Background: an optimization exercise with open tools, aiming at small area, a short achievable clock period and few clock cycles per item. Do not read the settings as production practice. In this exercise RTL edits were held to simulation tests only and were not proved equivalent to the original. The clock port is modelled as an ideal driver; clocking choices that lean on that would not hold on a real chip. No activity file was given, so power comes from the tool's default toggle rates.

## config.mk

```make
export PLATFORM = sky130hd
export DESIGN_NAME = char_waiter_matching_queue_unit
export DESIGN_NICKNAME = char_waiter_matching_queue_unit
export VERILOG_FILES = /design/flow/design.v
export SDC_FILE = /design/flow/constraint.sdc
export NUM_CORES = 4
export LEC_CHECK = 0
export CAP_MARGIN = 20
export CORE_MARGIN = 2
export CORE_UTILIZATION = 40
export CTS_CLUSTER_DIAMETER = 100
export CTS_CLUSTER_SIZE = 24
export SETUP_SLACK_MARGIN = 5
export SLEW_MARGIN = 20
```

## constraint.sdc

```tcl
create_clock -name core_clock -period 8.0 [get_ports {i_clk}]
set_input_delay 1.6000 -clock core_clock [delete_from_list [all_inputs] [get_ports {i_clk}]]
set_output_delay 1.6000 -clock core_clock [all_outputs]
set_load 0.01 [all_outputs]
```

## run.sh

```bash
#!/bin/bash
# synth_recipe.tcl (not shown) runs the flow's synth.tcl, then flattens the netlist and writes it again
# the make line also repeats each setting of config.mk as NAME=value (left out here)
make -C /OpenROAD-flow-scripts/flow DESIGN_CONFIG=/design/flow/config.mk WORK_HOME=/design/flow/orfs CLKGATE_MAP_FILE= SYNTH_SCRIPT=/design/flow/synth_recipe.tcl finish
```

## design.v

```verilog
`timescale 1ns / 1ps
package cwmq_pkg;
    localparam int RING_DEPTH_DEF  = 64;
    localparam int MAX_WAITERS_DEF = 8;
    localparam int CHAR_W    = 8;
    localparam int ID_W      = 32;
    localparam int STATUS_W  = 3;
    localparam int CHARS_W   = 6;
    localparam int WAITERS_W = 4;
    localparam logic [STATUS_W-1:0] ST_DELIVERED = 3'd0;
    localparam logic [STATUS_W-1:0] ST_QUEUED    = 3'd1;
    localparam logic [STATUS_W-1:0] ST_DROPPED   = 3'd2;
    localparam logic [STATUS_W-1:0] ST_WAITER    = 3'd3;
    localparam logic [STATUS_W-1:0] ST_DUPLICATE = 3'd4;
    localparam logic [STATUS_W-1:0] ST_FULL      = 3'd5;
    localparam logic [STATUS_W-1:0] ST_IGNORED   = 3'd6;
    localparam logic MODE_CHAR = 1'b0;
    localparam logic MODE_WAIT = 1'b1;
endpackage
`timescale 1ns / 1ps
import cwmq_pkg::*;
module cwmq_ring (
    input  logic               i_clk,
    input  logic               i_rst_n,
    input  logic               i_put,
    input  logic               i_take,
    input  logic [CHAR_W-1:0]  i_data,
    output logic               o_empty,
    output logic               o_full,
    output logic [CHARS_W-1:0] o_count,
    output logic [CHARS_W-1:0] o_count_inc,
    output logic [CHARS_W-1:0] o_count_dec,
    output logic [CHAR_W-1:0]  o_head
);
    logic [CHAR_W-1:0]  r_mem [64];
    logic [5:0]         r_rp, r_wp, r_rp1;
    logic [CHAR_W-1:0]  r_head;
    logic [CHARS_W-1:0] r_count;
    always_ff @(posedge i_clk) begin
        if (!i_rst_n) begin
            r_rp    <= '0;
            r_rp1   <= 6'd1;
            r_wp    <= '0;
            r_count <= '0;
        end else begin
            if (i_put) r_wp <= r_wp + 1'b1;
            if (i_take) begin
                r_rp  <= r_rp1;
                r_rp1 <= r_rp1 + 1'b1;
            end
            if (i_put) r_count <= o_count_inc;
            else if (i_take) r_count <= o_count_dec;
        end
    end
    always_ff @(posedge i_clk) begin
        r_mem[r_wp] <= i_data;
    end
    always_ff @(posedge i_clk) begin
        if (i_take) begin
            r_head <= r_mem[r_rp1];
        end else if (o_empty) begin
            r_head <= i_data;
        end
    end
    assign o_empty     = (r_count == '0);
    assign o_full      = (r_count == 6'd63);
    assign o_count     = r_count;
    assign o_count_inc = r_count + 1'b1;
    assign o_count_dec = r_count - 1'b1;
    assign o_head      = r_head;
endmodule
`timescale 1ns / 1ps
import cwmq_pkg::*;
module char_waiter_matching_queue_unit (
    input  logic                 i_clk,
    input  logic                 i_rst_n,
    input  logic                 i_req_valid,
    output logic                 o_req_ready,
    input  logic                 i_req_mode,
    input  logic [CHAR_W-1:0]    i_req_char_value,
    input  logic [ID_W-1:0]      i_req_waiter_id,
    output logic                 o_rsp_valid,
    input  logic                 i_rsp_ready,
    output logic                 o_rsp_delivered,
    output logic [ID_W-1:0]      o_rsp_dest_client,
    output logic [CHAR_W-1:0]    o_rsp_char_out,
    output logic [STATUS_W-1:0]  o_rsp_status,
    output logic [CHARS_W-1:0]   o_rsp_chars_held,
    output logic [WAITERS_W-1:0] o_rsp_waiters_held
);
    localparam int NW = MAX_WAITERS_DEF;
    localparam int RW = ID_W + CHAR_W + STATUS_W + CHARS_W + WAITERS_W;
    logic              r_v1;
    logic              r_mode;
    logic [CHAR_W-1:0] r_cv;
    logic [ID_W-1:0]   r_id;
    logic              r_cnz, r_inz;
    logic [MAX_WAITERS_DEF-1:0] r_match;
    logic              r_ready;
    logic          r_q0v, r_q1v;
    logic [RW-1:0] r_q0, r_q1;
    logic [ID_W-1:0] r_wmem [NW];
    logic [2:0]      r_whead, r_wtail;
    logic [3:0]      r_wcnt;
    logic [NW-1:0]   r_wvalid;
    logic w_go, w_ld;
    logic               w_put, w_take;
    logic               w_rempty, w_rfull;
    logic [CHARS_W-1:0] w_rcnt, w_rcnt_inc, w_rcnt_dec;
    logic [CHAR_W-1:0]  w_rhead;
    cwmq_ring u_ring (
        .i_clk      (i_clk),
        .i_rst_n    (i_rst_n),
        .i_put      (w_put),
        .i_take     (w_take),
        .i_data     (r_cv),
        .o_empty    (w_rempty),
        .o_full     (w_rfull),
        .o_count    (w_rcnt),
        .o_count_inc(w_rcnt_inc),
        .o_count_dec(w_rcnt_dec),
        .o_head     (w_rhead)
    );
    assign w_go        = r_v1 && !(r_q0v && r_q1v);
    assign w_ld        = r_ready;
    assign o_req_ready = r_ready;
    logic [NW-1:0] w_cmatch;
    logic          w_same;
    assign w_same = (i_req_waiter_id == r_id);
    always_comb begin
        for (int k = 0; k < NW; k++) begin
            w_cmatch[k] = ((3'(k) == r_wtail) && !w_wfull) ? w_same : (r_wmem[k] == i_req_waiter_id);
        end
    end
    logic [NW-1:0] w_wvalid, w_hit;
    logic          w_dup, w_cnz, w_inz, w_wempty, w_wfull;
    assign w_wvalid = r_wvalid;
    assign w_hit    = w_wvalid & r_match;
    assign w_dup    = |w_hit;
    assign w_cnz    = r_cnz;
    assign w_inz    = r_inz;
    assign w_wempty = (r_wcnt == 4'd0);
    assign w_wfull  = r_wcnt[3];
    logic [ID_W-1:0]      n_dest;
    logic [CHAR_W-1:0]    n_cout;
    logic [STATUS_W-1:0]  n_status;
    logic [CHARS_W-1:0]   n_chars;
    logic [WAITERS_W-1:0] n_waiters;
    logic                 w_wpop, w_wpush;
    always_comb begin
        w_put     = 1'b0;
        w_take    = 1'b0;
        w_wpop    = 1'b0;
        w_wpush   = 1'b0;
        n_dest    = '0;
        n_cout    = '0;
        n_status  = ST_IGNORED;
        n_chars   = w_rcnt;
        n_waiters = r_wcnt;
        if (r_mode == MODE_CHAR) begin
            if (!w_cnz) begin
                n_status = ST_IGNORED;
            end else if (!w_wempty) begin
                w_wpop    = w_go;
                n_dest    = r_wmem[r_whead];
                n_cout    = r_cv;
                n_status  = ST_DELIVERED;
                n_waiters = r_wcnt - 1'b1;
            end else if (w_rfull) begin
                n_status = ST_DROPPED;
            end else begin
                w_put    = w_go;
                n_status = ST_QUEUED;
                n_chars  = w_rcnt_inc;
            end
        end else if (!w_inz) begin
            n_status = ST_IGNORED;
        end else if (!w_rempty) begin
            w_take   = w_go;
            n_dest   = r_id;
            n_cout   = w_rhead;
            n_status = ST_DELIVERED;
            n_chars  = w_rcnt_dec;
        end else if (w_dup) begin
            n_status = ST_DUPLICATE;
        end else if (w_wfull) begin
            n_status = ST_FULL;
        end else begin
            w_wpush   = w_go;
            n_status  = ST_WAITER;
            n_waiters = r_wcnt + 1'b1;
        end
    end
    logic [RW-1:0] w_res;
    assign w_res = {n_dest, n_cout, n_status, n_chars, n_waiters};
    logic w_pop, w_q0v_n, w_q1v_n, w_v1_n;
    assign w_pop   = r_q0v && i_rsp_ready;
    assign w_q0v_n = r_q1v || w_go || (r_q0v && !i_rsp_ready);
    assign w_q1v_n = (r_q1v && !i_rsp_ready) || (w_go && r_q0v && !(w_pop && !r_q1v));
    assign w_v1_n  = w_ld ? i_req_valid : r_v1;
    always_ff @(posedge i_clk) begin
        if (!i_rst_n) begin
            r_v1    <= 1'b0;
            r_q0v   <= 1'b0;
            r_q1v   <= 1'b0;
            r_ready <= 1'b1;
            r_whead <= '0;
            r_wtail <= '0;
            r_wcnt  <= '0;
            r_wvalid <= '0;
        end else begin
            if (w_ld) r_v1 <= i_req_valid;
            if (w_wpop) begin
                r_whead <= r_whead + 1'b1;
                r_wcnt  <= r_wcnt - 1'b1;
                r_wvalid[r_whead] <= 1'b0;
            end
            if (w_wpush) begin
                r_wtail <= r_wtail + 1'b1;
                r_wcnt  <= r_wcnt + 1'b1;
                r_wvalid[r_wtail] <= 1'b1;
            end
            r_q0v   <= w_q0v_n;
            r_q1v   <= w_q1v_n;
            r_ready <= !w_v1_n || !(w_q0v_n && w_q1v_n);
        end
    end
    always_ff @(posedge i_clk) begin
        if (w_ld) begin
            r_mode <= i_req_mode;
            r_cv   <= i_req_char_value;
            r_id   <= i_req_waiter_id;
            r_cnz  <= |i_req_char_value;
            r_inz  <= |i_req_waiter_id;
            r_match <= w_cmatch;
        end
    end
    always_ff @(posedge i_clk) begin
        if (!w_wfull) begin
            r_wmem[r_wtail] <= r_id;
        end
    end
    logic r_q0d;
    always_ff @(posedge i_clk) begin
        if (!i_rst_n) begin
            r_q0  <= '0;
            r_q0d <= 1'b0;
        end else if (!r_q0v || i_rsp_ready) begin
            r_q0  <= r_q1v ? r_q1 : w_res;
            r_q0d <= r_q1v ? (r_q1[CHARS_W+WAITERS_W +: STATUS_W] == ST_DELIVERED)
                           : (n_status == ST_DELIVERED);
        end
        if (!r_q1v || i_rsp_ready) begin
            r_q1 <= w_res;
        end
    end
    assign o_rsp_valid = r_q0v;
    assign {o_rsp_dest_client, o_rsp_char_out, o_rsp_status, o_rsp_chars_held,
            o_rsp_waiters_held} = r_q0;
    assign o_rsp_delivered = r_q0d;
endmodule
```

==> results of run 1 <==
-- worst paths after layout --
check                                   startpoint  cells past startpoint                to
worst max-delay path            i_req_waiter_id[8]                      7        r_match[1]
worst min-delay path                      r_q0[38]                      2          r_q0[38]
worst max register to register           flip-flop                      5  u_ring.r_head[3]
worst min register to register            r_q0[38]                      2          r_q0[38]
-- final cells by class --
cell class	count	share of cell area
antenna	2	0.0001077
clock buffer	67	0.02694
clock inverter	6	0.002155
inverter	14	0.001131
multi-input combinational	1443	0.2846
sequential	983	0.6140
tap	1391	0.03747
timing repair buffer	156	0.03362
-- Yosys cell counts (28+ instances only) --
library cell,n
nor4_1,52
mux2i_1,99
a21oi_1,28
clkbuf_1,102
nand2b_1,39
nand4_1,54
dfxtp_1,103
buf_2,28
nor2_1,101
o2111ai_1,33
nand3_1,69
edfxtp_1,880
xor2_1,145
nand2_1,151
mux4_2,189
xnor2_1,167
o21ai_1,43
and2_1,31
-- critical path, delay by kind of cell --
kind / cells / cell delay [ps]
xor+xnor: 1 / 300
compound gates: 1 / 180
buf+inv: 1 / 440
simple gates: 4 / 1020
-- logic make-up after synthesis --
| logic type | after synthesis | share of synthesized area |
|---|---|---|
| adders and majority gates | 21 | 0.006230 |
| muxes | 292 | 0.1255 |
| buffers and inverters | 176 | 0.01854 |
| xor gates and xnor gates | 312 | 0.06479 |
| and+or+nand+nor | 578 | 0.06948 |
| AOI/OAI and AO/OA | 240 | 0.04008 |
| DFF | 983 | 0.6754 |
-- per-layer routing --
layer,vias up,GRT usage
met4,6,0.04755
li1,10180,-
met5,-,0
met3,147,0.03684
met2,1060,0.3362
met1,12500,0.3343
-- flip-flops by register name, summed over array words and instances (netlist names), 3 cells and up, named ones only --
register,flops
u_ring.r_mem,512
r_wmem,256
r_q0,53
r_q1,53
r_id,32
r_cv,8
r_match,8
r_wvalid,8
u_ring.r_head,8
u_ring.r_count,6
u_ring.r_rp1,6
u_ring.r_wp,6
r_wcnt,4
r_whead,3
r_wtail,3
-- power by group through the flow --
stage	Sequential, mW	Clock (mW)	Combinational, mW
global placement	6.12	0	1.24
global route	6.03	2.94	1.37
detailed placement	6.13	0	1.25
finish	6.01	2.73	1.29
CTS	6.00	2.79	1.27
floorplan	6.08	0	0.746
-- cell usage in the layout (no fill, tap or decap), types with 26 or more instances in the layout --
cell type        Yosys  layout
xor2_1             145     145
clkbuf_16            0      47
dlygate4sd2_1        0      55
buf_4                9      43
nand2_1            151     150
o2111ai_1           33      33
and2_1              31      31
mux2i_1             99      99
dfxtp_1            103      90
o21ai_1             43      42
mux4_2             189     189
clkdlybuf4s15_2      0      26
xnor2_1            167     160
nand3_1             69      69
nand4_1             54      54
nor2_1             101      98
a21oi_1             28      27
nand2b_1            39      37
edfxtp_1           880     880
nor4_1              52      43
-- per-stage QoR --
step | utilization | cells | hold slack (ps) | worst slack, ps
2_1_floorplan | - | 2602 | 431.0 | 5001
3_3_place_gp | 0.4250 | 3967 | 442.8 | 3407
3_5_place_dp | 0.4251 | 3967 | 446.2 | 3476
4_1_cts | 0.4412 | 4056 | 458.7 | 4933
5_1_grt | 0.4425 | 4060 | 481.2 | 4864
6_report | 0.4425 | 4062 | 453.4 | 4942
-- timing repair --
item,CTS,global route
cloned,4,0
pin swaps,1,5
setup endpoints to repair,90,27
resized for setup,177,26
buffers inserted,12,4
==> results by group, run 1 <==
Global route
  – GR Overflow Total: 0
  – Total Routing Usage GR: 0.2212
  – Initial antenna violation count: 7
  – Largest net degree at the start of global routing: 93
  – Vias in the first global route: between 20000 and 25000
  – First-pass GRT wire length: between 150000 and 200000 um

Timing
  – Fin crit period: roughly 3100 ps
  – Rel. slew slack: 0.3170
  – Final setup viols: 0
  – Fmax: 327.0 MHz
  – RSZ-0062 raised after global routing: yes
  – Max Slew Vio Count: 0
  – Final Hold Fails: 0
  – Least-Margin Pin Slew: just over 1000 ps
  – Setup Skew: 50.94 ps
  – Post-Route Setup TNS: 0 ps
  – Fin crit share: 0.3822

Detailed routing
  – WL final: 120500 um
  – Drt via density: roughly 5.9
  – Vias: 23890
  – Iter 0 DRT Violations: roughly 2900
  – DRT met1 WL: approximately 54000 um
  – DR WL met3: 9901 um
  – Highest metal used: met5
  – WL per Instance: just under 30 um
  – Wire length on met2: between 50000 and 60000 um
  – Detailed Routing Iterations Pass 1: 5
  – Remaining DRCs: 0
  – Detail Route Antenna Nets: 0

Logic synthesis
  – Synth area leaders: edfxtp_1 (63%), mux4_2 (10%), dfxtp_1 (4.9%), xnor2_1 (3.5%), xor2_1 (3.0%)
  – Yosys cell types: 73
  – Async set-reset flop share out of synthesis: 0
  – Sequential element share of the synthesized area: 0.6754
  – Yosys warning total: 2
  – EDFF count, synth: between 800 and 900
  – Post-synth top flop: edfxtp_1
  – Syn nets: 2668
  – #FFs+latches synth: 983
  – Synth area leader: edfxtp_1
  – Synth top area share: 0.6265
  – Post-synth design cell area: 0.04218 mm2
  – Syn avg cell area: ~16 um2
  – Syn Inst Count: approximately 2600

Final layout
  – P&R area growth vs syn: 10.13%
  – Register area: between 0.02 and 0.03 mm2
  – Layout cells sized above 1: 0.1472
  – Fin area: approximately 0.046 mm2
  – Final net count: 2711
  – Multi-input gate area: between 0.01 and 0.015 mm2
  – Number of fill cells: between 9000 and 10000

Outcome
  – Status: finished clean

CTS
  – Worst skew pair latency: between 600 and 700 ps
  – Clk Tree Root Cell: clkbuf_16
  – # hold bufs at CTS: 0
  – TritonCTS clock tree: built
  – Max Buffers Root-to-Sink: 3
  – Clock transition at path regs: 100 ps
  – CTS sink count: roughly 1000
  – Total CTS buffers: between 40 and 50
  – H-tree levels: 2

Power
  – Gate power share: 0.129
  – Power density over the cells: ~220 mW/mm2
  – Internal Power: 7.449 mW
  – Net Sw Frac: 0.2566
  – Leak pwr: 14.83 nW
  – Power after layout: about 10 mW
  – Sequential share of power: 0.599
  – Clock share of power: 0.272
  – Worst ir drop on vdd: 0.2180 mV
  – Net load switching power: 2.572 mW

Setup path
  – Required time of the critical path: 8480 ps
  – Crit-path max FO: 11
  – CP Launch Type: input pin
  – CP Capture Type: flip-flop
  – CP cell instances: clkdlybuf4s15_2, xor2_1, nor4_4, nand4_1, nor4_1, nand4_1, o22ai_1
  – CP most frequent cell: nand4_1
  – R2R Setup Slk: around 5100 ps
  – WS Path Type: input pin to flip-flop
  – Critical Path AT: between 3000 and 4000 ps
  – CP peak stage delay: 440 ps
  – CP max stage cell: clkdlybuf4s15_2

Placement
  – Placed Area: 0.04462 mm2
  – Port Buffers: 100
  – Gpl congestion: ~0.96
  – DPL Wire Length: about 79000 um

Die
  – Area of the die: 0.1081 mm2
  – Core Region: between 0.1 and 0.15 mm2
  – Number of core rows: between 100 and 150
  – Die W: around 330 um
  – Initial Util: 0.4018
  – Die Y: around 330 um
  – Num ports: slightly above 100

Worst hold path
  – Hold WC Path Type: flip-flop to flip-flop

Flow run
  – Maxcap violations: 0
Testbench counts, summed over its fixed seeds: cycles 4,816, items 4,800.
==> run 2, diff against run 1 <==
--- a/design.v
+++ b/design.v
@@ -34,3 +34,3 @@
 );
-    logic [CHAR_W-1:0]  r_mem [64];
+    logic [CHAR_W-1:0]  r_mem [63];
     logic [5:0]         r_rp, r_wp, r_rp1;
@@ -45,6 +45,6 @@
         end else begin
-            if (i_put) r_wp <= r_wp + 1'b1;
+            if (i_put) r_wp <= (r_wp == 6'd62) ? 6'd0 : r_wp + 1'b1;
             if (i_take) begin
                 r_rp  <= r_rp1;
-                r_rp1 <= r_rp1 + 1'b1;
+                r_rp1 <= (r_rp1 == 6'd62) ? 6'd0 : r_rp1 + 1'b1;
             end
@@ -55,3 +55,5 @@
     always_ff @(posedge i_clk) begin
-        r_mem[r_wp] <= i_data;
+        if (!o_full) begin
+            r_mem[r_wp] <= i_data;
+        end
     end
@@ -127,7 +129,5 @@
     logic [NW-1:0] w_cmatch;
-    logic          w_same;
-    assign w_same = (i_req_waiter_id == r_id);
     always_comb begin
         for (int k = 0; k < NW; k++) begin
-            w_cmatch[k] = ((3'(k) == r_wtail) && !w_wfull) ? w_same : (r_wmem[k] == i_req_waiter_id);
+            w_cmatch[k] = (r_wmem[k] == i_req_waiter_id);
         end
@@ -237,5 +237,9 @@
     end
-    always_ff @(posedge i_clk) begin
-        if (!w_wfull) begin
-            r_wmem[r_wtail] <= r_id;
+    logic [2:0] w_wtail_n;
+    logic       w_wfull_n;
+    assign w_wtail_n = w_wpush ? r_wtail + 1'b1 : r_wtail;
+    assign w_wfull_n = w_wpush ? (r_wcnt == 4'd7) : (w_wfull && !w_wpop);
+    always_ff @(posedge i_clk) begin
+        if (w_ld && !w_wfull_n) begin
+            r_wmem[w_wtail_n] <= i_req_waiter_id;
         end
==> results by group, run 2 <==
CTS
  – Clk Tree Root Cell: clkbuf_16
  – Clock transition at path regs: around 100 ps
  – # hold bufs at CTS: 0
  – Worst skew pair latency: between 600 and 700 ps
  – Max Buffers Root-to-Sink: 3
  – H-tree levels: 2
  – Total CTS buffers: between 40 and 50
  – TritonCTS clock tree: built
  – CTS sink count: 975

Timing
  – Least-Margin Pin Slew: approximately 1200 ps
  – Max Slew Vio Count: 0
  – Fmax: 327.0 MHz
  – Post-Route Setup TNS: 0 ps
  – Rel. slew slack: 0.2232
  – Setup Skew: between 20 and 30 ps
  – Fin crit share: 0.3823
  – Final setup viols: 0
  – Final Hold Fails: 0
  – RSZ-0062 raised after global routing: yes
  – Fin crit period: slightly above 3000 ps

Die
  – Die W: 326.2 um
  – Die Y: 326.2 um
  – Area of the die: roughly 0.11 mm2
  – Number of core rows: between 100 and 150
  – Num ports: 101
  – Initial Util: 0.4025
  – Core Region: 0.1032 mm2

Detailed routing
  – Drt via density: about 5.9
  – DRT met1 WL: just under 50000 um
  – Detailed Routing Iterations Pass 1: 5
  – WL final: ~110000 um
  – Highest metal used: met5
  – Remaining DRCs: 0
  – Wire length on met2: 50330 um
  – DR WL met3: 10620 um
  – Detail Route Antenna Nets: 0
  – WL per Instance: between 20 and 30 um
  – Iter 0 DRT Violations: about 2800
  – Vias: about 24000

Placement
  – DPL Wire Length: ~71000 um
  – Port Buffers: 100
  – Gpl congestion: roughly 0.94
  – Placed Area: around 0.044 mm2

Flow run
  – Maxcap violations: 0

Global route
  – Initial antenna violation count: 4
  – Largest net degree at the start of global routing: 74
  – Vias in the first global route: between 20000 and 25000
  – First-pass GRT wire length: approximately 160000 um
  – GR Overflow Total: 0
  – Total Routing Usage GR: 0.2058

Setup path
  – CP peak stage delay: between 800 and 900 ps
  – WS Path Type: flip-flop to flip-flop
  – Crit-path max FO: 8
  – CP Capture Type: flip-flop
  – CP cell instances: ha_1, nand3_1, nor2_1, nor2_1, nand3_1, nor2_1
  – CP Launch Type: flip-flop
  – Critical Path AT: roughly 3400 ps
  – CP most frequent cell: nor2_1
  – Required time of the critical path: 8290 ps
  – Crit-path leading delay family: simple AND/OR/NAND/NOR gates
  – Buf/Inv on CP: 0
  – CP max stage cell: nor2_1

Logic synthesis
  – Syn Inst Count: roughly 2600
  – Leading post-synthesis cells by instance count: edfxtp_1 (872), xor2_1 (268), mux4_2 (179), nor2_1 (161), clkbuf_1 (108)
  – Syn avg cell area: 16.29 um2
  – Post-synth top flop: edfxtp_1
  – Yosys cell types: approximately 80
  – Async set-reset flop share out of synthesis: 0
  – Synth area leaders: edfxtp_1 (63%), mux4_2 (9.7%), xor2_1 (5.7%), dfxtp_1 (5.0%), mux2i_1 (1.7%)
  – Sequential element share of the synthesized area: 0.6801
  – Most frequent cell after synthesis: edfxtp_1
  – Yosys warning total: 2
  – Syn nets: about 2600
  – Synth top area share: 0.6304
  – #FFs+latches synth: roughly 980
  – EDFF count, synth: approximately 870
  – Synth area leader: edfxtp_1
  – Post-synth design cell area: 0.04154 mm2

Final layout
  – Final net count: ~2700
  – P&R area growth vs syn: 10.62%
  – Layout cells sized above 1: 0.1753
  – Number of fill cells: 8912
  – Commonest non-fill, non-tap cell in the layout: edfxtp_1
  – Largest registers: u_ring.r_mem: 504 flops, r_wmem: 256 flops
  – Max reg flops: roughly 500
  – Most frequent cells in the layout: edfxtp_1 (872), xor2_1 (268), mux4_2 (179)
  – Fin util: 0.4452
  – Top reg by flops: u_ring.r_mem
  – Fin area: 0.04595 mm2

Power
  – Sequential share of power: 0.615
  – Worst ir drop on vdd: around 0.19 mV
  – Net Sw Frac: 0.2438
  – Leak pwr: approximately 15 nW
  – Clock share of power: 0.284
  – Gate power share: 0.101
  – Power density over the cells: 206.4 mW/mm2
  – Power after layout: about 9.5 mW
  – Internal Power: 7.172 mW
  – Net load switching power: roughly 2.3 mW

Worst hold path
  – Hold WC Path Type: flip-flop to flip-flop

Outcome
  – Status: finished clean
-- run 2: changes by cell type after synthesis, sizes merged, moves of 20 or more --
cell,delta
nand4,-24
o211ai,+21
o2111ai,-32
nor2,+61
nand2,-104
xnor2,-155
o31ai,+31
mux2,+20
nor4,+25
o2bb2ai,+31
xor2,+123
mux2i,-29
and2,-28
-- run 2: layout make-up --
class,instances,area (um2),share of cell area
multi-input cells,1393,12990,0.2828
repair buffers,154,1551,0.03377
well taps,1380,1727,0.03758
diodes,1,2.502,0.00005446
flip-flops and latches,975,28280,0.6155
clock buffers,71,1245,0.02710
inverters,21,78.83,0.001716
clock inverters,4,67.56,0.001471
-- run 2: final timing paths --
kind	startpoint	to	slack, ps	cells after the start
hold reg to reg	r_q0[15]	r_q0[15]	450	2
setup / recovery	u_ring.r_count[0]	u_ring.r_mem[6][5]	4940	6
hold / removal	r_q0[15]	r_q0[15]	450	2
setup reg to reg	u_ring.r_count[0]	u_ring.r_mem[6][5]	4940	6
-- run 2: power groups by stage --
stage / Combinational [mW] / Sequential [mW] / Clock (mW)
final: 0.962 / 5.83 / 2.69
after global routing: 1.03 / 5.85 / 2.91
after CTS: 0.941 / 5.83 / 2.76
after detailed placement: 0.936 / 5.95 / 0
after global placement: 0.922 / 5.95 / 0
after floorplan: 0.530 / 5.94 / 0
-- run 2: what timing repair did --
action,in CTS,in global routing
pin swaps,1,4
resized for setup,172,89
buffers inserted,5,6
gates cloned,0,3
setup endpoints to repair,475,671
-- run 2: worst reg2reg max path, stage by stage (launching register included) --
cell	delay (ps)
dfxtp_1	400
ha_1	300
nand3_1	170
nor2_1	120
nor2_1	280
nand3_1	550
nor2_1	890
-- run 2: metal layers --
| layer | up-vias | global-route usage |
|---|---|---|
| li1 | 10060 | - |
| met1 | 12230 | 0.3017 |
| met2 | 1086 | 0.3128 |
| met3 | 145 | 0.05240 |
| met4 | 8 | 0.03857 |
| met5 | - | 0 |
-- run 2: stage by stage --
| step | hold WS (ps) | setup slack, ps | instances |
|---|---|---|---|
| after detailed placement | 448.1 | 3708 | 3909 |
| after global placement | 442.8 | 3645 | 3909 |
| after CTS | 457.4 | 4887 | 3989 |
| after global routing | 482.6 | 4795 | 3998 |
| after floorplan | 437.8 | 4690 | 2550 |
| final | 451.0 | 4942 | 3999 |
-- run 2: kinds of logic after synthesis --
| group | share of synthesized area |
|---|---|
| adder cells (fa/ha/maj) | 0.005422 |
| AND/OR/NAND/NOR | 0.06266 |
| AO/OA/AOI/OAI | 0.05428 |
| flip-flops | 0.6801 |
| multiplexers | 0.1204 |
| buffers and inverters | 0.01810 |
| XOR/XNOR | 0.05904 |
Testbench counts of run 2, summed over its fixed seeds: cycles 4,816, items 4,800.
==> run 3, diff against run 2 <==
==> flow/run.sh (new file) <==
#!/bin/bash
# Standard layout, with timing repair aiming for a setup slack of 5.8 ns
# at the design's 8 ns clock. All make and tool output goes to flow_make.log;
# ORFS keeps each step's own log under orfs/logs/.
set -euo pipefail
bash standard.sh SETUP_SLACK_MARGIN=5.8 finish > flow_make.log 2>&1
==> standard.sh (new file) <==
#!/bin/bash
# synth_recipe.tcl (not shown) runs the flow's synth.tcl, then flattens the netlist and writes it again
# the make line also repeats each setting of config.mk as NAME=value (left out here)
make -C /OpenROAD-flow-scripts/flow DESIGN_CONFIG=/design/flow/config.mk WORK_HOME=/design/flow/orfs CLKGATE_MAP_FILE= SYNTH_SCRIPT=/design/flow/synth_recipe.tcl "${@:-finish}"
--- a/config.mk
+++ b/config.mk
@@ -12,3 +12,2 @@
 export CTS_CLUSTER_SIZE = 24
-export SETUP_SLACK_MARGIN = 5
 export SLEW_MARGIN = 20
removed: run.sh
==> results by group, run 3 <==
Die
  – Num ports: ~100
  – Area of the die: roughly 0.11 mm2
  – Number of core rows: between 100 and 150
  – Core Region: between 0.1 and 0.15 mm2
  – Die W: ~330 um
  – Initial Util: 0.4025
  – Die Y: 326.2 um

Setup path
  – CP most frequent cell: buf_12
  – Buf/Inv on CP: 3
  – CP Launch Type: flip-flop
  – Crit-path max FO: 16
  – Critical Path AT: 3230 ps
  – CP Capture Type: flip-flop
  – CP cell instances: a221oi_2, nand4_1, or4_1, a221o_2, buf_12, nor2_4, buf_12, buf_12
  – Required time of the critical path: between 8000 and 9000 ps
  – CP max stage cell: edfxtp_1
  – WS Path Type: flip-flop to flip-flop
  – R2R Setup Slk: 5090 ps
  – CP peak stage delay: approximately 530 ps
  – Crit-path leading delay family: simple AND/OR/NAND/NOR gates

Logic synthesis
  – Synth area leader: edfxtp_1
  – #FFs+latches synth: just under 1000
  – Syn nets: approximately 2600
  – Sequential element share of the synthesized area: 0.6801
  – EDFF count, synth: just under 900
  – Post-synth design cell area: 0.04154 mm2
  – Post-synth top flop: edfxtp_1
  – Leading post-synthesis cells by instance count: edfxtp_1 (872), xor2_1 (268), mux4_2 (179), nor2_1 (161), clkbuf_1 (108)
  – Syn Inst Count: about 2600
  – Yosys warning total: 2
  – Syn avg cell area: between 15 and 20 um2
  – Yosys cell types: between 80 and 90
  – Most frequent cell after synthesis: edfxtp_1
  – Synth top area share: 0.6304
  – Synth area leaders: edfxtp_1 (63%), mux4_2 (9.7%), xor2_1 (5.7%), dfxtp_1 (5.0%), mux2i_1 (1.7%)
  – Async set-reset flop share out of synthesis: 0

CTS
  – H-tree levels: 2
  – Clock transition at path regs: approximately 120 ps
  – Max Buffers Root-to-Sink: 3
  – CTS sink count: between 900 and 1000
  – TritonCTS clock tree: built
  – # hold bufs at CTS: 0
  – Total CTS buffers: 46
  – Worst skew pair latency: a little under 700 ps
  – Clk Tree Root Cell: clkbuf_16

Detailed routing
  – Vias: between 20000 and 30000
  – WL final: around 130000 um
  – Remaining DRCs: 0
  – Detailed Routing Iterations Pass 1: 5
  – Detail Route Antenna Nets: 0
  – Drt via density: between 6 and 7
  – Iter 0 DRT Violations: 3401
  – WL per Instance: ~31 um

Global route
  – GR Overflow Total: 0
  – Total Routing Usage GR: 0.2376
  – Largest net degree at the start of global routing: between 70 and 80
  – Initial antenna violation count: 2
  – First-pass GRT wire length: approximately 180000 um
  – Vias in the first global route: about 25000

Final layout
  – Fin area: about 0.053 mm2
  – Number of fill cells: around 8000
  – Commonest non-fill, non-tap cell in the layout: edfxtp_1
  – Final net count: slightly below 3000
  – Register area: between 0.02 and 0.03 mm2
  – Top reg by flops: u_ring.r_mem
  – Max reg flops: between 500 and 600
  – Fin util: 0.5128
  – Multi-input gate area: about 0.016 mm2
  – Non-filler instance count after layout: roughly 4300
  – Layout cells sized above 1: 0.3954
  – Largest registers: u_ring.r_mem: 504 flops, r_wmem: 256 flops
  – Most frequent cells in the layout: edfxtp_1 (872), xor2_1 (239), mux4_2 (179)
  – P&R area growth vs syn: 27.40%

Timing
  – Post-Route Setup TNS: 0 ps
  – Max Slew Vio Count: 0
  – RSZ-0062 raised after global routing: yes
  – Fmax: between 300 and 400 MHz
  – Final Hold Fails: 0
  – Least-Margin Pin Slew: between 900 and 1000 ps
  – Fin crit share: 0.3632
  – Fin crit period: 2906 ps
  – Final setup viols: 0
  – Setup Skew: about 55 ps
  – Rel. slew slack: 0.3833

Power
  – Clock share of power: 0.270
  – Leak pwr: roughly 17 nW
  – Power density over the cells: a little under 200 mW/mm2
  – Gate power share: 0.157
  – Sequential share of power: 0.574
  – Worst ir drop on vdd: about 0.16 mV
  – Internal Power: between 7 and 8 mW
  – Net Sw Frac: 0.2587
  – Net load switching power: between 2 and 3 mW

Placement
  – DPL Wire Length: 75460 um
  – Post-Place Cells: slightly below 4000
  – Placed Area: between 0.04 and 0.05 mm2
  – Gpl congestion: between 0.9 and 1
  – Port Buffers: 100

Worst hold path
  – Hold WC Path Type: flip-flop to flip-flop

Outcome
  – Status: finished clean

Flow run
  – Maxcap violations: 0
[run 3: cell count changes in the layout (fill, tap and decap cells not counted), moves of 31 or more]
cell	delta
buf_4	+132
dfxtp_1	-55
nor4_1	-42
buf_6	+101
nor2_4	+65
dfxtp_2	+47
dlygate4sd2_1	-60
o2bb2ai_4	+31
buf_12	+63
nor2_1	-44
nand3_1	-38
nand3_2	+32
[run 3: final cells by class]
| type | instances | share of cell area |
|---|---|---|
| flip-flops and latches | 975 | 0.5361 |
| multi-input cells | 1399 | 0.2970 |
| repair buffers | 423 | 0.1066 |
| well taps | 1380 | 0.03263 |
| clock buffers | 75 | 0.02381 |
| inverters | 21 | 0.002081 |
| clock inverters | 5 | 0.001702 |
| diodes | 1 | 0.00004729 |
[run 3: worst register-to-register path, cell delays in order, from the launching register on]
cell	delay (ps)
edfxtp_1	530
a221oi_2	290
nand4_1	150
or4_1	530
a221o_2	440
buf_12	160
nor2_4	100
buf_12	140
buf_12	180
[run 3: per-stage QoR]
step           worst slack [ps]  hold slack, ps  power (mW)
3_3_place_gp               3538           443.5       6.908
4_1_cts                    5147           466.5       9.958
2_1_floorplan              5108           446.2       6.517
6_report                   5094           468.3       10.20
3_5_place_dp               3610           451.3       6.925
5_1_grt                    5072           488.1       10.46
[run 3: cell families after synthesis]
kind of cell    after synthesis  share of synthesized area
compound gates              317                    0.05428
xor+xnor                    280                    0.05904
fa+ha+maj                    18                   0.005422
buf+inv                     182                    0.01810
flops                       975                     0.6801
mux                         273                     0.1204
simple gates                505                    0.06266
[run 3: worst paths after layout]
check / startpoint / to / depth (start not counted)
hold / removal: r_q0[14] / r_q0[14] / 2
hold reg to reg: r_q0[14] / r_q0[14] / 2
setup reg to reg: r_match[6] / r_wmem[0][28] / 8
setup / recovery: r_match[6] / r_wmem[0][28] / 8
[run 3: power groups by stage]
| stage | Clock (mW) | Sequential, mW | Combinational, mW |
|---|---|---|---|
| after CTS | 2.79 | 5.84 | 1.33 |
| after global routing | 2.95 | 5.86 | 1.65 |
| final | 2.75 | 5.85 | 1.60 |
| after floorplan | 0 | 5.94 | 0.577 |
| after global placement | 0 | 5.96 | 0.951 |
| after detailed placement | 0 | 5.96 | 0.964 |
[run 3: what timing repair did]
item | in CTS | in global routing
setup buffers | 181 | 56
endpoints found under the setup margin | 1241 | 932
endpoints found under the hold margin | 0 | 0
cloned | 29 | 17
pin swaps | 93 | 160
gates resized for setup | 1017 | 233
[run 3: per-layer routing]
metal	GRT usage	share of wire	vias to the layer above
li1	-	-	10630
met1	0.3467	0.41	13470
met2	0.3631	0.45	1383
met3	0.05374	0.11	227
met4	0.05550	0.032	2
met5	0	0.000060	-
==> run 4, diff against run 3 <==
--- a/design.v
+++ b/design.v
@@ -38,2 +38,3 @@
     logic [CHARS_W-1:0] r_count;
+    logic               r_full;
     always_ff @(posedge i_clk) begin
@@ -44,2 +45,3 @@
             r_count <= '0;
+            r_full  <= 1'b0;
         end else begin
@@ -50,4 +52,9 @@
             end
-            if (i_put) r_count <= o_count_inc;
-            else if (i_take) r_count <= o_count_dec;
+            if (i_put) begin
+                r_count <= o_count_inc;
+                r_full  <= (r_count == 6'd62);
+            end else if (i_take) begin
+                r_count <= o_count_dec;
+                r_full  <= 1'b0;
+            end
         end
@@ -67,3 +74,3 @@
     assign o_empty     = (r_count == '0);
-    assign o_full      = (r_count == 6'd63);
+    assign o_full      = r_full;
     assign o_count     = r_count;
@@ -129,5 +136,7 @@
     logic [NW-1:0] w_cmatch;
+    logic          w_same;
+    assign w_same = (i_req_waiter_id == r_id);
     always_comb begin
         for (int k = 0; k < NW; k++) begin
-            w_cmatch[k] = (r_wmem[k] == i_req_waiter_id);
+            w_cmatch[k] = ((3'(k) == r_wtail) && !w_wfull) ? w_same : (r_wmem[k] == i_req_waiter_id);
         end
@@ -237,9 +246,5 @@
     end
-    logic [2:0] w_wtail_n;
-    logic       w_wfull_n;
-    assign w_wtail_n = w_wpush ? r_wtail + 1'b1 : r_wtail;
-    assign w_wfull_n = w_wpush ? (r_wcnt == 4'd7) : (w_wfull && !w_wpop);
-    always_ff @(posedge i_clk) begin
-        if (w_ld && !w_wfull_n) begin
-            r_wmem[w_wtail_n] <= i_req_waiter_id;
+    always_ff @(posedge i_clk) begin
+        if (!w_wfull) begin
+            r_wmem[r_wtail] <= r_id;
         end
==> flow/run.sh (replaced) <==
#!/bin/bash
# Standard layout, with timing repair aiming for a setup slack of 5.5 ns
# at the design's 8 ns clock. All make and tool output goes to flow_make.log;
# ORFS keeps each step's own log under orfs/logs/.
set -euo pipefail
bash standard.sh SETUP_SLACK_MARGIN=5.5 finish > flow_make.log 2>&1
==> results by group, run 4 <==
Outcome
  – Status: finished clean

Setup path
  – Critical Path AT: 1180 ps
  – CP Launch Type: flip-flop
  – CP max stage cell: dfxtp_4
  – Required time of the critical path: about 6400 ps
  – WS Path Type: flip-flop to primary output
  – Buf/Inv on CP: 1
  – Crit-path max FO: 2
  – CP Capture Type: primary output
  – Crit-path leading delay family: flip-flops
  – CP cell instances: buf_6
  – CP peak stage delay: roughly 410 ps

Final layout
  – Most frequent cells in the layout: edfxtp_1 (872), mux4_2 (187), xor2_1 (165)
  – Register area: 0.02837 mm2
  – Max reg flops: roughly 500
  – Number of fill cells: ~9000
  – Largest registers: u_ring.r_mem: 504 flops, r_wmem: 256 flops
  – Layout cells sized above 1: 0.2647
  – Top reg by flops: u_ring.r_mem
  – Commonest non-fill, non-tap cell in the layout: edfxtp_1
  – Multi-input gate area: approximately 0.014 mm2
  – P&R area growth vs syn: 16.03%
  – Final net count: 2811

Flow run
  – Maxcap violations: 0

Logic synthesis
  – Most frequent cell after synthesis: edfxtp_1
  – Sequential element share of the synthesized area: 0.6723
  – Synth area leaders: edfxtp_1 (62%), mux4_2 (10%), dfxtp_1 (5.0%), xor2_1 (3.8%), xnor2_1 (2.6%)
  – Syn avg cell area: 15.95 um2
  – EDFF count, synth: 872
  – Syn Inst Count: between 2000 and 3000
  – #FFs+latches synth: between 900 and 1000
  – Post-synth top flop: edfxtp_1
  – Post-synth design cell area: ~0.042 mm2
  – Synth area leader: edfxtp_1
  – Leading post-synthesis cells by instance count: edfxtp_1 (872), mux4_2 (187), xor2_1 (181), xnor2_1 (126), nor2_1 (122)
  – Syn nets: between 2000 and 3000
  – Synth top area share: 0.6227
  – Yosys warning total: 2
  – Yosys cell types: between 70 and 80
  – Async set-reset flop share out of synthesis: 0

Detailed routing
  – WL final: about 120000 um
  – Drt via density: roughly 5.9
  – Iter 0 DRT Violations: between 2000 and 3000
  – Detailed Routing Iterations Pass 1: 6
  – WL per Instance: 28.98 um
  – Detail Route Antenna Nets: 0
  – Vias: about 24000
  – Remaining DRCs: 0

Timing
  – Setup Skew: 51.73 ps
  – Fmax: about 360 MHz
  – RSZ-0062 raised after global routing: yes
  – Final setup viols: 0
  – Post-Route Setup TNS: 0 ps
  – Final Hold Fails: 0
  – Least-Margin Pin Slew: 1052 ps
  – Fin crit period: ~2800 ps
  – Fin crit share: 0.3470
  – Rel. slew slack: 0.2962
  – Max Slew Vio Count: 0
  – Worst setup margin: roughly 5200 ps

Global route
  – Total Routing Usage GR: 0.2187
  – Initial antenna violation count: 4
  – Vias in the first global route: approximately 24000
  – M3 GR Usage: 0.04366
  – Busiest grt layer: met2
  – GR Overflow Total: 0
  – Largest net degree at the start of global routing: 87
  – First-pass GRT wire length: 173100 um
  – GRT met1 Usage: 0.3248
  – GR Util met2: 0.3347

CTS
  – Clock transition at path regs: roughly 100 ps
  – TritonCTS clock tree: built
  – CTS sink count: ~980
  – Max Buffers Root-to-Sink: 3
  – H-tree levels: 2
  – Worst skew pair latency: between 600 and 700 ps
  – Clk Tree Root Cell: clkbuf_16
  – Total CTS buffers: 46

Power
  – Power density over the cells: 197.0 mW/mm2
  – Worst ir drop on vdd: ~0.15 mV
  – Leak pwr: 15.25 nW
  – Power after layout: a little under 10 mW

Die
  – Num ports: between 100 and 150
  – Area of the die: approximately 0.11 mm2
  – Core Region: just over 0.1 mm2
  – Die Y: between 300 and 400 um
  – Die W: roughly 330 um
  – Initial Util: 0.4045
  – Number of core rows: ~120

Placement
  – Pre-CTS setup slack: around 3500 ps
  – Gpl congestion: about 0.96
  – DPL Wire Length: between 70000 and 80000 um
  – Port Buffers: 100

Worst hold path
  – Hold WC Path Type: flip-flop to flip-flop
run 4: cell types whose count changed after synthesis, moves of 39 or more:
cell	before	now
nand2_1	47	112
xnor2_1	12	126
nor2_1	161	122
nand3_1	75	30
a21oi_1	43	109
xor2_1	268	181
run 4: cells by family (layout without fill, tap and decap cells):
kind of cell,after synthesis,in the layout,share of synthesized area
simple gates,513,514,0.06201
xor+xnor,307,307,0.06395
buf+inv,219,355,0.02381
flops,976,976,0.6723
mux,257,257,0.1171
fa+ha+maj,25,25,0.007439
compound gates,339,339,0.05341
other cells,0,2,0
run 4: metrics by stage:
stage / utilization / cells / hold WS (ps) / instance area (um2)
floorplan: - / 2636 / 437.9 / 42720
global placement: 0.4286 / 3990 / 442.2 / 44550
detailed placement: 0.4286 / 3990 / 450.1 / 44550
CTS: 0.4586 / 4116 / 468.4 / 47670
global route: 0.4694 / 4153 / 483.6 / 48780
finish: 0.4694 / 4155 / 465.5 / 48790
run 4: cell type report:
cell class,count,area share
tap,1380,0.03539
multi-input combinational,1442,0.2963
inverter,52,0.004154
sequential,976,0.5814
antenna,2,0.0001026
clock inverter,4,0.001744
clock buffer,76,0.02590
timing repair buffer,223,0.05503
run 4: repair_timing:
| item | 4_1_cts | 5_1_grt |
|---|---|---|
| pin swaps | 32 | 30 |
| endpoints found under the setup margin | 325 | 314 |
| buffers inserted | 37 | 35 |
| hold buffers | 0 | 0 |
| resized for setup | 729 | 129 |
| gates cloned | 9 | 2 |
run 4: path summary, 6_finish.rpt:
check	to	slack [ps]	depth (start not counted)	start
worst min-delay path	r_q0[22]	470	2	r_q0[22]
worst min register to register	r_q0[22]	470	2	r_q0[22]
worst max register to register	u_ring.r_head[3]	5390	6	flip-flop
worst max-delay path	o_req_ready	5220	1	r_ready
run 4: per-layer routing:
metal  share of wire  vias up  wire [um]
met5         0.00011        -         13
met4           0.019        2       2332
met3           0.084      136      10150
met2            0.45     1056      54450
met1            0.44    12780      53480
li1                -    10410          -
run 4: where the power goes:
part | switching, mW | total (mW) | internal (mW) | leakage [nW]
clock | 1.62 | 2.73 | 1.11 | 0.637
combinational | 0.615 | 1.06 | 0.443 | 5.59
sequential | 0.116 | 5.82 | 5.71 | 9.02
Testbench counts of run 4, summed over its fixed seeds: cycles 4,816, items 4,800.
==> run 5, diff against run 4 <==
==> flow/run.sh (replaced) <==
#!/bin/bash
set -euo pipefail
export CLOCK_PORT_NET=i_clk
export PRE_CTS_TCL="$PWD/flow/cts_root.tcl"
bash standard.sh SETUP_SLACK_MARGIN=5.5 finish > flow_make.log 2>&1
==> flow/cts_root.tcl (new file) <==
rename clock_tree_synthesis my_tritoncts
proc clock_tree_synthesis { args } {
  my_tritoncts {*}$args
  set block [ord::get_db_block]
  set port_net [$block findNet $::env(CLOCK_PORT_NET)]
  set drivers {}
  foreach it [$port_net getITerms] { lappend drivers [$it getInst] }
  if { [llength $drivers] != 1 } {
    puts "cts_root: clock port drives [llength $drivers] cells, tree left as built"
    return
  }
  set root [lindex $drivers 0]
  set out_net ""
  foreach it [$root getITerms] {
    if { [$it isOutputSignal] } { set out_net [$it getNet] }
  }
  set loads {}
  foreach it [$out_net getITerms] {
    if { [$it isInputSignal] } { lappend loads $it }
  }
  if { [llength $loads] > 4 || [llength [$out_net getBTerms]] > 0 } {
    puts "cts_root: root buffer drives [llength $loads] pins, tree left as built"
    return
  }
  puts "cts_root: removing [$root getName], port now drives [llength $loads] buffers"
  foreach it $loads {
    $it disconnect
    $it connect $port_net
  }
  odb::dbInst_destroy $root
  odb::dbNet_destroy $out_net
}
==> results by group, run 5 <==
Global route
  – Initial antenna violation count: 3
  – GR Overflow Total: 0
  – Total Routing Usage GR: 0.2207
  – Largest net degree at the start of global routing: 73
  – Vias in the first global route: 24050
  – First-pass GRT wire length: about 170000 um

Final layout
  – Top reg by flops: u_ring.r_mem
  – Register area: between 0.02 and 0.03 mm2
  – Number of fill cells: approximately 8700
  – Non-filler instance count after layout: roughly 4200
  – Final net count: 2841
  – Max reg flops: 504
  – P&R area growth vs syn: 17.73%
  – Multi-input gate area: 0.01471 mm2
  – Commonest non-fill, non-tap cell in the layout: edfxtp_1
  – Fin util: 0.4763
  – # diodes: 0
  – Fin area: about 0.050 mm2
  – Largest registers: u_ring.r_mem: 504 flops, r_wmem: 256 flops
  – Layout cells sized above 1: 0.2790
  – Most frequent cells in the layout: edfxtp_1 (872), mux4_2 (187), xor2_1 (161)

Detailed routing
  – WL per Instance: slightly below 30 um
  – Detailed Routing Iterations Pass 1: 5
  – Drt via density: 5.924
  – Iter 0 DRT Violations: about 2900
  – Remaining DRCs: 0
  – Vias: roughly 25000
  – Detail Route Antenna Nets: 0
  – WL final: ~120000 um

Die
  – Core Region: about 0.10 mm2
  – Die Y: between 300 and 400 um
  – Area of the die: 0.1077 mm2
  – Number of core rows: between 100 and 150
  – Num ports: 101
  – Die W: around 330 um
  – Initial Util: 0.4045

Timing
  – Rel. slew slack: 0.2874
  – Post-Route Setup TNS: 0 ps
  – Setup Skew: 56.02 ps
  – Least-Margin Pin Slew: around 1100 ps
  – Fin crit period: approximately 2800 ps
  – Worst setup margin: 5213 ps
  – Final setup viols: 0
  – RSZ-0062 raised after global routing: yes
  – Fin crit share: 0.3483
  – Max Slew Vio Count: 0
  – WHS: 466.6 ps
  – Fmax: 358.9 MHz
  – Final Hold Fails: 0

Setup path
  – Crit-path max FO: 5
  – R2R Setup Slk: roughly 5400 ps
  – Required time of the critical path: between 8000 and 9000 ps
  – Reg-to-reg critical path endpoint: u_ring.r_head[3]
  – Critical Path AT: between 3000 and 4000 ps
  – CP Capture Type: flip-flop
  – Crit path capture: r_match[3]
  – WS Path Type: input pin to flip-flop
  – CP Launch Type: input pin
  – CP startpoint: i_req_waiter_id[31]
  – R2r worst-path depth: 6

Logic synthesis
  – Yosys cell types: between 70 and 80
  – Sequential element share of the synthesized area: 0.6723
  – Synth area leaders: edfxtp_1 (62%), mux4_2 (10%), dfxtp_1 (5.0%), xor2_1 (3.8%), xnor2_1 (2.6%)
  – Synth top area share: 0.6227
  – Yosys warning total: 2
  – Post-synth design cell area: about 0.042 mm2
  – Most frequent cell after synthesis: edfxtp_1
  – Async set-reset flop share out of synthesis: 0
  – #FFs+latches synth: slightly below 1000
  – Syn avg cell area: between 15 and 20 um2
  – Post-synth top flop: edfxtp_1
  – Leading post-synthesis cells by instance count: edfxtp_1 (872), mux4_2 (187), xor2_1 (181), xnor2_1 (126), nor2_1 (122)
  – EDFF count, synth: about 870
  – Synth area leader: edfxtp_1
  – Syn nets: between 2000 and 3000
  – Syn Inst Count: approximately 2600

Power
  – Worst ir drop on vdd: between 0.1 and 0.15 mV
  – Power density over the cells: 193.7 mW/mm2
  – Leak pwr: around 16 nW
  – Power after layout: about 9.6 mW

Placement
  – Pre-CTS setup slack: approximately 3500 ps
  – Gpl congestion: 0.9628
  – Post-Place Cells: between 3000 and 4000
  – DPL Wire Length: roughly 77000 um
  – Placed Area: roughly 0.045 mm2
  – Port Buffers: 100

CTS
  – Clock transition at path regs: about 100 ps
  – TritonCTS clock tree: built
  – Total CTS buffers: 46
  – Worst skew pair latency: ~480 ps
  – CTS sink count: 976

Outcome
  – Status: finished clean

Flow run
  – Maxcap violations: 0

Worst hold path
  – Hold WC Path Type: flip-flop to flip-flop
  – Worst hold start: r_q0[22]
-- run 5: cell counts after synthesis --
No cell type changed its count.
-- run 5: kinds of logic after synthesis --
kind of cell / Yosys count / synth area share
buf+inv: 219 / 0.02381
xor+xnor: 307 / 0.06395
compound gates: 339 / 0.05341
simple gates: 513 / 0.06201
mux: 257 / 0.1171
fa+ha+maj: 25 / 0.007439
flops: 976 / 0.6723
-- run 5: worst min path at each step --
stage                             end  slack [ps]  cells past startpoint
after detailed placement     r_q0[22]         450                      2
after CTS                    r_q0[22]         470                      2
final                        r_q0[22]         470                      2
after global placement       r_q0[10]         440                      2
after floorplan           r_wvalid[4]         440                      2
after global routing         r_q0[22]         480                      2
-- run 5: routing by layer --
| metal | routed length [um] | share of wire | global-route usage | vias up |
|---|---|---|---|---|
| met2 | 56060 | 0.46 | 0.3419 | 1207 |
| met3 | 11010 | 0.090 | 0.04306 | 139 |
| met4 | 2409 | 0.020 | 0.03981 | 6 |
| li1 | - | - | - | 10460 |
| met5 | 37 | 0.00030 | 0 | - |
| met1 | 53380 | 0.43 | 0.3272 | 12970 |
-- run 5: cell type report --
type | count | area share
Clock inverter | 4 | 0.001719
Inverter | 52 | 0.004474
Multi-Input combinational cell | 1444 | 0.2971
Clock buffer | 75 | 0.02502
Timing Repair Buffer | 252 | 0.06367
Tap cell | 1380 | 0.03488
Sequential cell | 976 | 0.5731
-- run 5: critical path, cell delays in order --
cell     delay (ps)
buf_16          130
buf_12          150
xnor2_4         170
nand4_1         260
nor4_2          430
nand4_1         170
o22ai_1         150
-- run 5: repair_timing --
item / CTS / global route
setup endpoints to repair: 332 / 301
resized for setup: 765 / 134
hold buffers: 0 / 0
setup buffers: 43 / 48
pin swaps: 39 / 35
gates cloned: 12 / 11
-- run 5: power breakdown --
part / switching (mW) / leakage, nW / internal (mW)
registers: 0.117 / 9.02 / 5.71
logic: 0.629 / 5.93 / 0.471
clock network: 1.58 / 0.624 / 1.09
total: 2.33 / 15.6 / 7.27
==> run 6, diff against run 5 <==
--- a/design.v
+++ b/design.v
@@ -35,3 +35,3 @@
     logic [CHAR_W-1:0]  r_mem [63];
-    logic [5:0]         r_rp, r_wp, r_rp1;
+    logic [5:0]         r_wp, r_rp1;
     logic [CHAR_W-1:0]  r_head;
@@ -41,3 +41,2 @@
         if (!i_rst_n) begin
-            r_rp    <= '0;
             r_rp1   <= 6'd1;
@@ -49,3 +48,2 @@
             if (i_take) begin
-                r_rp  <= r_rp1;
                 r_rp1 <= (r_rp1 == 6'd62) ? 6'd0 : r_rp1 + 1'b1;
@@ -106,3 +104,3 @@
     logic              r_cnz, r_inz;
-    logic [MAX_WAITERS_DEF-1:0] r_match;
+    logic [MAX_WAITERS_DEF-1:0] r_match_lo, r_match_hi;
     logic              r_ready;
@@ -135,8 +133,17 @@
     assign o_req_ready = r_ready;
-    logic [NW-1:0] w_cmatch;
-    logic          w_same;
-    assign w_same = (i_req_waiter_id == r_id);
+    localparam int HW = ID_W / 2;
+    logic          w_dup, w_cnz, w_inz, w_wempty, w_wfull;
+    logic [NW-1:0] w_cmatch_lo, w_cmatch_hi;
+    logic          w_same_lo, w_same_hi;
+    assign w_same_lo = (i_req_waiter_id[HW-1:0] == r_id[HW-1:0]);
+    assign w_same_hi = (i_req_waiter_id[ID_W-1:HW] == r_id[ID_W-1:HW]);
     always_comb begin
         for (int k = 0; k < NW; k++) begin
-            w_cmatch[k] = ((3'(k) == r_wtail) && !w_wfull) ? w_same : (r_wmem[k] == i_req_waiter_id);
+            if ((3'(k) == r_wtail) && !w_wfull) begin
+                w_cmatch_lo[k] = w_same_lo;
+                w_cmatch_hi[k] = w_same_hi;
+            end else begin
+                w_cmatch_lo[k] = (r_wmem[k][HW-1:0] == i_req_waiter_id[HW-1:0]);
+                w_cmatch_hi[k] = (r_wmem[k][ID_W-1:HW] == i_req_waiter_id[ID_W-1:HW]);
+            end
         end
@@ -144,5 +151,4 @@
     logic [NW-1:0] w_wvalid, w_hit;
-    logic          w_dup, w_cnz, w_inz, w_wempty, w_wfull;
     assign w_wvalid = r_wvalid;
-    assign w_hit    = w_wvalid & r_match;
+    assign w_hit    = w_wvalid & r_match_lo & r_match_hi;
     assign w_dup    = |w_hit;
@@ -243,3 +249,4 @@
             r_inz  <= |i_req_waiter_id;
-            r_match <= w_cmatch;
+            r_match_lo <= w_cmatch_lo;
+            r_match_hi <= w_cmatch_hi;
         end
==> results by group, run 6 <==
Final layout
  – P&R area growth vs syn: 13.45%
  – Largest registers: u_ring.r_mem: 504 flops, r_wmem: 256 flops
  – Fin area: 0.04795 mm2
  – Number of fill cells: 9125
  – Commonest non-fill, non-tap cell in the layout: edfxtp_1
  – # diodes: 0
  – Most frequent cells in the layout: edfxtp_1 (880), xnor2_1 (227), mux4_2 (188)
  – Layout cells sized above 1: 0.2366
  – Top reg by flops: u_ring.r_mem
  – Max reg flops: 504
  – Final net count: around 2800

Global route
  – Vias in the first global route: between 20000 and 25000
  – Busiest grt layer: met2
  – First-pass GRT wire length: ~170000 um
  – Total Routing Usage GR: 0.2082
  – Initial antenna violation count: 0
  – GRT met1 Usage: 0.2871
  – GR Util met2: 0.3470
  – M3 GR Usage: 0.02915
  – GR Overflow Total: 0
  – Largest net degree at the start of global routing: 80

Power
  – Power density over the cells: 199.5 mW/mm2
  – Worst ir drop on vdd: around 0.19 mV
  – Net Sw Frac: 0.2350
  – Sequential share of power: 0.614
  – Clock share of power: 0.290
  – Gate power share: 0.096
  – Leak pwr: ~15 nW
  – Net load switching power: 2.248 mW
  – Internal Power: between 7 and 8 mW

CTS
  – TritonCTS clock tree: built
  – Total CTS buffers: 48
  – CTS sink count: approximately 980
  – # hold bufs at CTS: 0
  – Clock transition at path regs: about 100 ps
  – Worst skew pair latency: about 460 ps

Logic synthesis
  – EDFF count, synth: 880
  – Post-synth design cell area: 0.04227 mm2
  – Async set-reset flop share out of synthesis: 0
  – Most frequent cell after synthesis: edfxtp_1
  – Syn avg cell area: between 15 and 20 um2
  – Synth top area share: 0.6252
  – Syn Inst Count: roughly 2700
  – Synth area leader: edfxtp_1
  – Post-synth top flop: edfxtp_1
  – #FFs+latches synth: slightly below 1000
  – Leading post-synthesis cells by instance count: edfxtp_1 (880), xnor2_1 (266), mux4_2 (188), nand2_1 (165), a21oi_1 (119)
  – Yosys cell types: 72
  – Synth area leaders: edfxtp_1 (63%), mux4_2 (10%), xnor2_1 (5.5%), dfxtp_1 (4.9%), mux2i_1 (1.6%)
  – Sequential element share of the synthesized area: 0.6745
  – Syn nets: 2757
  – Yosys warning total: 2

Detailed routing
  – Remaining DRCs: 0
  – WL final: approximately 110000 um
  – WL per Instance: roughly 27 um
  – Drt via density: roughly 5.8
  – Iter 0 DRT Violations: 2521
  – Vias: 24280
  – Detail Route Antenna Nets: 0
  – Detailed Routing Iterations Pass 1: 6

Setup path
  – CP Capture Type: primary output
  – CP max stage cell: dfxtp_4
  – Crit-path max FO: 2
  – Critical Path AT: a little over 1000 ps
  – R2r worst-path depth: 7
  – Crit path depth: 1
  – R2R Setup Slk: 5390 ps
  – CP cell instances: buf_6
  – CP peak stage delay: between 400 and 500 ps
  – Buf/Inv on CP: 1
  – CP Launch Type: flip-flop
  – Crit-path leading delay family: flip-flops
  – WS Path Type: flip-flop to primary output
  – Required time of the critical path: approximately 6400 ps

Timing
  – Setup Skew: approximately 31 ps
  – Fin crit share: 0.3291
  – Final setup viols: 0
  – Post-Route Setup TNS: 0 ps
  – Final Hold Fails: 0
  – Least-Margin Pin Slew: between 1000 and 1500 ps
  – Fmax: roughly 380 MHz
  – Rel. slew slack: 0.2593
  – Max Slew Vio Count: 0
  – Fin crit period: roughly 2600 ps
  – Worst setup margin: roughly 5400 ps
  – RSZ-0062 raised after global routing: yes

Die
  – Initial Util: 0.4021
  – Area of the die: roughly 0.11 mm2
  – Number of core rows: around 120
  – Num ports: just over 100
  – Die Y: 329.1 um
  – Die W: about 330 um
  – Core Region: 0.1051 mm2

Placement
  – Port Buffers: 100
  – DPL Wire Length: slightly above 70000 um
  – Gpl congestion: approximately 0.93
  – Placed Area: roughly 0.045 mm2
  – Pre-CTS setup slack: between 3000 and 4000 ps

Outcome
  – Status: finished clean

Worst hold path
  – Worst Hold Path Cells: 2
  – Hold WC Path Type: flip-flop to flip-flop

Flow run
  – Maxcap violations: 0
## run 6: changes by cell type in the layout (fill, tap and decap cells not counted), sizes merged, moves of 19 or more
cell     delta
o2bb2ai    -32
o21ai      +69
nand4      +37
nand2b     -19
nand2      +54
buf        -55
xor2      -141
xnor2     +140
## run 6: metrics by stage
stage	instances	power, mW	util	hold slack [ps]
after floorplan	2686	6.465	-	445.1
after global placement	4052	6.775	0.4259	443.3
after detailed placement	4053	6.789	0.4261	447.5
after CTS	4179	9.590	0.4514	466.2
after global routing	4193	9.883	0.4562	484.0
final	4193	9.566	0.4562	463.6
## run 6: cell type report
type	instances	area [um2]	area share
Clock buffer	83	1343	0.02800
Tap cell	1391	1740	0.03630
Clock inverter	6	96.34	0.002009
Inverter	53	198.9	0.004149
Multi-Input combinational cell	1484	13750	0.2867
Sequential cell	984	28640	0.5973
Timing Repair Buffer	192	2185	0.04556
## run 6: kinds of logic (layout without fill, tap and decap cells)
group / after synthesis / after routing / share of synthesized area
buf+inv: 222 / 334 / 0.02226
mux: 270 / 270 / 0.1200
xor+xnor: 306 / 306 / 0.06341
fa+ha+maj: 26 / 26 / 0.007697
simple gates: 522 / 525 / 0.06232
flops: 984 / 984 / 0.6745
compound gates: 356 / 357 / 0.04979
## run 6: repair_timing
action,in CTS,in global routing
endpoints found under the setup margin,460,283
buffers inserted,29,12
hold endpoints to repair,0,0
pin swaps,21,18
resized for setup,688,87
cloned,8,2
## run 6: worst paths after layout
kind,start,endpoint
worst max-delay path,r_ready,o_req_ready
worst max register to register,flip-flop,u_ring.r_head[1]
worst min-delay path,r_q0[51],r_q0[51]
worst min register to register,r_q0[51],r_q0[51]
## run 6: layer usage
| metal | wire (um) | share of wire | up-vias |
|---|---|---|---|
| met1 | 47330 | 0.41 | 12670 |
| met3 | 7582 | 0.066 | 153 |
| met5 | 0 | 0 | - |
| met2 | 56100 | 0.49 | 971 |
| li1 | - | - | 10490 |
| met4 | 3246 | 0.028 | 0 |
## run 6: power groups by stage
| stage | Sequential [mW] | Combinational, mW | Clock [mW] |
|---|---|---|---|
| 6_report | 5.87 | 0.919 | 2.78 |
| 3_5_place_dp | 5.99 | 0.801 | 0 |
| 5_1_grt | 5.89 | 0.984 | 3.01 |
| 4_1_cts | 5.87 | 0.887 | 2.83 |
| 2_1_floorplan | 5.95 | 0.511 | 0 |
| 3_3_place_gp | 5.98 | 0.792 | 0 |
## run 6: worst register-to-register path, stage by stage, from the launching register on
cell and delay, ps:
dfxtp_4 380, buf_12 160, buf_16 190, mux4_2 530, mux4_2 540, a22oi_2 290
nand2_1 150, o211a_1 140
Testbench counts of run 6, summed over its fixed seeds: cycles 4,816, items 4,800.
==> run 7, diff against run 6 <==
--- a/config.mk
+++ b/config.mk
@@ -9,3 +9,3 @@
 export CORE_MARGIN = 2
-export CORE_UTILIZATION = 40
+export CORE_UTILIZATION = 55
 export CTS_CLUSTER_DIAMETER = 100
==> results by group, run 7 <==
Power
  – Gate power share: 0.098
  – Worst ir drop on vdd: ~0.16 mV
  – Sequential share of power: 0.621
  – Clock share of power: 0.280
  – Leak pwr: 14.90 nW
  – Net Sw Frac: 0.2317
  – Internal Power: between 7 and 8 mW
  – Power density over the cells: between 150 and 200 mW/mm2
  – Net load switching power: 2.190 mW

Timing
  – Fin crit period: approximately 2700 ps
  – Setup Skew: roughly 21 ps
  – Least-Margin Pin Slew: 1022 ps
  – RSZ-0062 raised after global routing: yes
  – Worst setup margin: between 5000 and 6000 ps
  – Final Hold Fails: 0
  – Fmax: 373.6 MHz
  – Fin crit share: 0.3346
  – Rel. slew slack: 0.3158
  – Final setup viols: 0
  – Max Slew Vio Count: 0
  – Post-Route Setup TNS: 0 ps

Final layout
  – Most frequent cells in the layout: edfxtp_1 (880), xnor2_1 (223), mux4_2 (188)
  – Number of fill cells: 5631
  – P&R area growth vs syn: 12.62%
  – Non-filler instance count after layout: between 3000 and 4000
  – Fin area: around 0.048 mm2
  – Max reg flops: slightly above 500
  – Layout cells sized above 1: 0.2405
  – Largest registers: u_ring.r_mem: 504 flops, r_wmem: 256 flops
  – Top reg by flops: u_ring.r_mem
  – Final net count: between 2000 and 3000
  – Commonest non-fill, non-tap cell in the layout: edfxtp_1
  – # diodes: 0

Logic synthesis
  – #FFs+latches synth: 984
  – Syn avg cell area: ~16 um2
  – Synth area leader: edfxtp_1
  – Yosys cell types: 72
  – Synth top area share: 0.6252
  – Async set-reset flop share out of synthesis: 0
  – Syn nets: around 2800
  – EDFF count, synth: a little under 900
  – Sequential element share of the synthesized area: 0.6745
  – Yosys warning total: 2
  – Synth area leaders: edfxtp_1 (63%), mux4_2 (10%), xnor2_1 (5.5%), dfxtp_1 (4.9%), mux2i_1 (1.6%)
  – Most frequent cell after synthesis: edfxtp_1
  – Post-synth top flop: edfxtp_1
  – Post-synth design cell area: 0.04227 mm2
  – Syn Inst Count: 2686
  – Leading post-synthesis cells by instance count: edfxtp_1 (880), xnor2_1 (266), mux4_2 (188), nand2_1 (165), a21oi_1 (119)

Setup path
  – Required time of the critical path: slightly above 8000 ps
  – WS Path Type: flip-flop to flip-flop
  – Crit-path max FO: 6
  – CP Launch Type: flip-flop
  – CP Capture Type: flip-flop
  – Critical Path AT: 2870 ps
  – R2R Setup Slk: 5320 ps

CTS
  – CTS sink count: approximately 980
  – Total CTS buffers: between 40 and 50
  – TritonCTS clock tree: built
  – Worst skew pair latency: about 450 ps
  – Clock transition at path regs: about 100 ps

Detailed routing
  – WL per Instance: 29.55 um
  – Vias: 24250
  – Drt via density: between 6 and 7
  – Iter 0 DRT Violations: about 2400
  – WL final: ~110000 um
  – Detail Route Antenna Nets: 0
  – Detailed Routing Iterations Pass 1: 5
  – Remaining DRCs: 0

Placement
  – Placed Area: approximately 0.044 mm2
  – Gpl congestion: a little under 1
  – Post-Place Cells: ~3700
  – Port Buffers: 100
  – Pre-CTS setup slack: ~3800 ps
  – DPL Wire Length: 70720 um

Global route
  – Largest net degree at the start of global routing: 73
  – Vias in the first global route: 23940
  – First-pass GRT wire length: approximately 170000 um
  – Initial antenna violation count: 1
  – GR Overflow Total: 0
  – Total Routing Usage GR: 0.2889

Die
  – Initial Util: 0.5565
  – Number of core rows: just over 100
  – Core Region: 0.07595 mm2
  – Num ports: a little over 100
  – Die W: between 200 and 300 um
  – Die Y: 281.2 um
  – Area of the die: just under 0.08 mm2

Worst hold path
  – Hold WC Path Type: flip-flop to flip-flop

Outcome
  – Status: finished clean

Flow run
  – Maxcap violations: 0
## run 7: worst max-delay path, stage by stage, from the launching register on
cell and delay [ps]:
dfxtp_4 390, buf_8 130, buf_16 130, buf_6 90
mux4_2 510, mux4_2 510, a22oi_2 320, nand2_2 160
o211a_1 170
## run 7: layer usage
metal,track usage,wire length (um),vias to the layer above
met2,0.4743,55650,946
met4,0.08374,3614,0
met1,0.4105,47330,12610
li1,-,-,10520
met3,0.03533,7133,172
met5,0,0,-
## run 7: layout make-up
class                      instances  area, um2  area share
inverter                          53      205.2    0.004311
clock buffer                      83       1290     0.02710
multi-input combinational       1482      13740      0.2886
clock inverter                     2      28.78   0.0006046
tap                             1030       1289     0.02707
timing repair buffer             215       2397     0.05036
sequential                       984      28660      0.6020
## run 7: timing repair
item                                    CTS  global route
resized for setup                       699            66
endpoints found under the hold margin     0             0
setup buffers                            45            10
endpoints found under the setup margin  554           218
pin swaps                                25            16
hold buffers                              0             0
cloned                                   12             0
## run 7: worst paths after layout
check | cells after the start | end | start
max | 8 | u_ring.r_head[0] | flip-flop
min | 2 | r_q0[50] | r_q0[50]
max reg2reg | 8 | u_ring.r_head[0] | flip-flop
min reg2reg | 2 | r_q0[50] | r_q0[50]
## run 7: stage by stage
step           hold WS (ps)  power, mW  utilization
3_3_place_gp          442.9      6.774       0.5839
6_report              463.2      9.451       0.6267
3_5_place_dp          447.5      6.789       0.5844
5_1_grt               485.0      9.740       0.6267
4_1_cts               466.7      9.478       0.6218
2_1_floorplan         445.1      6.465            -
## run 7: cell families after synthesis
group	synth area share
buf+inv	0.02226
simple gates	0.06232
flops	0.6745
fa+ha+maj	0.007697
mux	0.1200
xor+xnor	0.06341
compound gates	0.04979
## run 7: power by group through the flow
stage	combinational (mW)	clock, mW	sequential [mW]
after CTS	0.913	2.70	5.87
after floorplan	0.511	0	5.95
after global routing	0.994	2.86	5.88
after global placement	0.796	0	5.98
final	0.930	2.65	5.87
after detailed placement	0.805	0	5.98

Setup slack of run 7, layout unchanged: 5.323 ns with ideal ports, 5.289 ns with driving cells assumed (clock clkbuf_16, inputs buf_2), 5.040 ns with port delays also shifted by the 0.562 ns mid clock arrival.
